Source: an optimization exercise on an open RTL-to-GDS flow (aim: small area, a short achievable clock period and few clock cycles). Production flows keep margins and buffers that such runs may drop.
The RTL was checked by simulation tests, not by an equivalence proof against the original design.
Power is estimated from default activity; no workload was simulated.

// muldiv_unit
module muldiv_unit #(
  parameter int WIDTH      = 32,
  parameter int MUL_CYCLES = 5
) (
  input  logic             clk,
  input  logic             reset,
  input  logic [WIDTH-1:0] A,
  input  logic [WIDTH-1:0] B,
  input  logic [3:0]       MULOp,
  input  logic             start,
  output logic             busy,
  output logic [WIDTH-1:0] HI,
  output logic [WIDTH-1:0] LO
);
Settings: LEC_CHECK=0, CAP_MARGIN=20, CORE_MARGIN=2, CORE_UTILIZATION=40, CTS_BUF_LIST=sky130_fd_sc_hd__clkbuf_8, SLEW_MARGIN=20; clock period 13.5 ns.
standard.sh (not shown) runs the stock make flow with config.mk's settings and CLKGATE_MAP_FILE= SYNTH_SCRIPT=/design/flow/synth_recipe.tcl, a recipe that flattens the netlist after the stock synthesis.
==> flow/flow/run.sh <==
#!/bin/bash
# Layout flow: the standard ORFS flow (standard synthesis, floorplan, placement,
# CTS, routing) at the design's clock period and constraints, with
#  - a larger setup margin for ORFS's repair_timing passes, so that timing repair keeps
#    sizing and buffering the longest paths instead of stopping at the 13.5 ns clock;
#  - every port still buffered, with a plain buffer cell instead of a delay cell.
set -euo pipefail
bash standard.sh SETUP_SLACK_MARGIN=9 \
  "BUFFER_PORTS_ARGS=-buffer_cell sky130_fd_sc_hd__buf_1" finish > flow_make.log 2>&1
Testbench counts at the start, summed over its fixed seeds: cycles 13,972.
==> next run, changes <==
--- a/flow/flow/run.sh
+++ b/flow/flow/run.sh
@@ -6,4 +6,4 @@
 #  - every port still buffered, with a plain buffer cell instead of a delay cell.
 set -euo pipefail
-bash standard.sh SETUP_SLACK_MARGIN=9 \
+bash standard.sh SETUP_SLACK_MARGIN=9.5 \
   "BUFFER_PORTS_ARGS=-buffer_cell sky130_fd_sc_hd__buf_1" finish > flow_make.log 2>&1
--- a/flow/config.mk
+++ b/flow/config.mk
@@ -9,4 +9,3 @@
 export CORE_MARGIN = 2
 export CORE_UTILIZATION = 40
-export CTS_BUF_LIST = sky130_fd_sc_hd__clkbuf_8
 export SLEW_MARGIN = 20
Outcome:
- The changed run finished with timing, DRC and antenna clean
- utilization went up by 5.8 points
- global-route usage went up by 3.2 points
- count of clock-buffer cells in the layout goes down by 17
- setup slack loses 0.081 ns

---

Another version of the RTL of muldiv_unit (not shown whole).
For scale: roughly 2,700 cells after synthesis, roughly 210 flip-flops, ~140 I/O pins, roughly 24,000 um^2 of cells after synthesis.
==> flow/config.mk <==
export PLATFORM = sky130hd
export DESIGN_NAME = muldiv_unit
export DESIGN_NICKNAME = muldiv_unit
export VERILOG_FILES = /design/flow/design.v
export SDC_FILE = /design/flow/constraint.sdc
export NUM_CORES = 4
export LEC_CHECK = 0
export CAP_MARGIN = 20
export CORE_MARGIN = 2
export CORE_UTILIZATION = 40
export CTS_BUF_LIST = sky130_fd_sc_hd__clkbuf_4 sky130_fd_sc_hd__clkbuf_8
export CTS_CLUSTER_SIZE = 24
export SLEW_MARGIN = 20
==> flow/constraint.sdc <==
create_clock -name core_clock -period 13.5 [get_ports {clk}]
set_input_delay 2.7000 -clock core_clock [delete_from_list [all_inputs] [get_ports {clk}]]
set_output_delay 2.7000 -clock core_clock [all_outputs]
set_load 0.01 [all_outputs]
==> flow/flow/run.sh <==
#!/bin/bash
# Layout flow: the standard ORFS flow (standard synthesis, floorplan, placement,
# CTS, routing) at the design's clock period and constraints, with
#  - a larger setup margin for ORFS's repair_timing passes, so that timing repair keeps
#    sizing and buffering the longest paths instead of stopping at the 13.5 ns clock;
#  - every port still buffered, with a plain buffer cell instead of a delay cell.
set -euo pipefail
bash standard.sh SETUP_SLACK_MARGIN=9 MATCH_CELL_FOOTPRINT=0 \
  "BUFFER_PORTS_ARGS=-buffer_cell sky130_fd_sc_hd__buf_1" finish > flow_make.log 2>&1
Testbench counts at the start, summed over its fixed seeds: cycles 13,972.
Then changed:
- CTS_BUF_LIST: sky130_fd_sc_hd__clkbuf_4 sky130_fd_sc_hd__clkbuf_8 -> not set
- CTS_CLUSTER_SIZE: 24 -> not set
The new run completed with no timing, DRC or antenna violations. Fmax is about the same. Power decreases slightly. Sequential cell count stays the same. Non-clock buffer count grows by 11. Clock power climbs slightly. Area after synthesis stays the same. Final area barely changes. Sequential share of layout area barely changes. Critical path depth is unchanged.

---

muldiv_unit with an RTL version that a note above also has.
For scale: ~140 I/O pins, roughly 24000 sq um of cells after synthesis.
export LEC_CHECK = 0
export CAP_MARGIN = 20
export CORE_MARGIN = 2
export CORE_UTILIZATION = 40
export SLEW_MARGIN = 20
create_clock -name core_clock -period 13.5 [get_ports {clk}]
==> flow/flow/run.sh <==
#!/bin/bash
# Layout flow: the standard ORFS flow (standard synthesis, floorplan, placement,
# CTS, routing) at the design's clock period and constraints, with
#  - a larger setup margin for ORFS's repair_timing passes, so that timing repair keeps
#    sizing and buffering the longest paths instead of stopping at the 13.5 ns clock;
#  - every port still buffered, with a plain buffer cell instead of a delay cell.
set -euo pipefail
bash standard.sh SETUP_SLACK_MARGIN=8.75 \
  "BUFFER_PORTS_ARGS=-buffer_cell sky130_fd_sc_hd__buf_1" finish > flow_make.log 2>&1
The baseline ran to the end with no violations.
Testbench counts at the start, summed over its fixed seeds: cycles 13,972.
Edit:
--- a/flow/flow/run.sh
+++ b/flow/flow/run.sh
@@ -6,4 +6,4 @@
 #  - every port still buffered, with a plain buffer cell instead of a delay cell.
 set -euo pipefail
-bash standard.sh SETUP_SLACK_MARGIN=8.75 \
+bash standard.sh SETUP_SLACK_MARGIN=9 MATCH_CELL_FOOTPRINT=0 \
   "BUFFER_PORTS_ARGS=-buffer_cell sky130_fd_sc_hd__buf_1" finish > flow_make.log 2>&1
Effect: Worst setup slack improves by 0.12 ns. Via count came out higher slightly. Wire length goes down slightly. Global-route usage shrinks by 1.2 points.

==> separate check: timing with driven ports <==
The flow's constraints put no driver on any port. The routed layouts listed below were extracted and timed again, unchanged, in two steps.
Step 1 (the two cells are an assumption about what drives the block):
set clk [get_ports {clk}]
set_driving_cell -lib_cell sky130_fd_sc_hd__clkbuf_16 $clk
set_driving_cell -lib_cell sky130_fd_sc_hd__buf_2 [delete_from_list [all_inputs] $clk]
Step 2 moves the port delays by t, midway between the first and last clock arrival at a register: inputs arrive t later, outputs are due t later. That takes back most of the time a late clock gives input paths.
Three values: ideal ports, drivers, drivers and shift; two values: the first two.
run | t (ns) | setup slack, ns | hold WS [ns] | clock arrival spread, ns | worst register clock-pin slew, ns
the first run of note 1 | 0.695 | 9.004 / 9.004 / 8.379 | 0.531 / 0.531 / 0.531 | 0.060 / 0.059 | 0.07 / 0.07
the second run of note 1 | 0.660 | 8.923 / 8.923 / 8.411 | 0.544 / 0.544 / 0.544 | 0.029 / 0.030 | 0.07 / 0.07
the first run of note 2 | 0.688 | 9.008 / 9.008 / 8.382 | 0.507 / 0.507 / 0.507 | 0.034 / 0.034 | 0.07 / 0.07
the second run of note 2 | 0.659 | 8.995 / 8.995 / 8.394 | 0.503 / 0.503 / 0.503 | 0.019 / 0.019 | 0.07 / 0.07
the first run of note 3 | 0.661 | 8.875 / 8.875 / 8.264 | 0.502 / 0.502 / 0.502 | 0.029 / 0.029 | 0.07 / 0.07
the second run of note 3 | 0.649 | 8.998 / 9.035 / 8.385 | 0.523 / 0.523 / 0.523 | 0.013 / 0.013 | 0.07 / 0.07
After both steps every run listed still meets setup and hold. For the first run of note 2, which loses most, drivers alone change the setup slack by 0.000 ns; drivers and shift together by -0.626 ns.
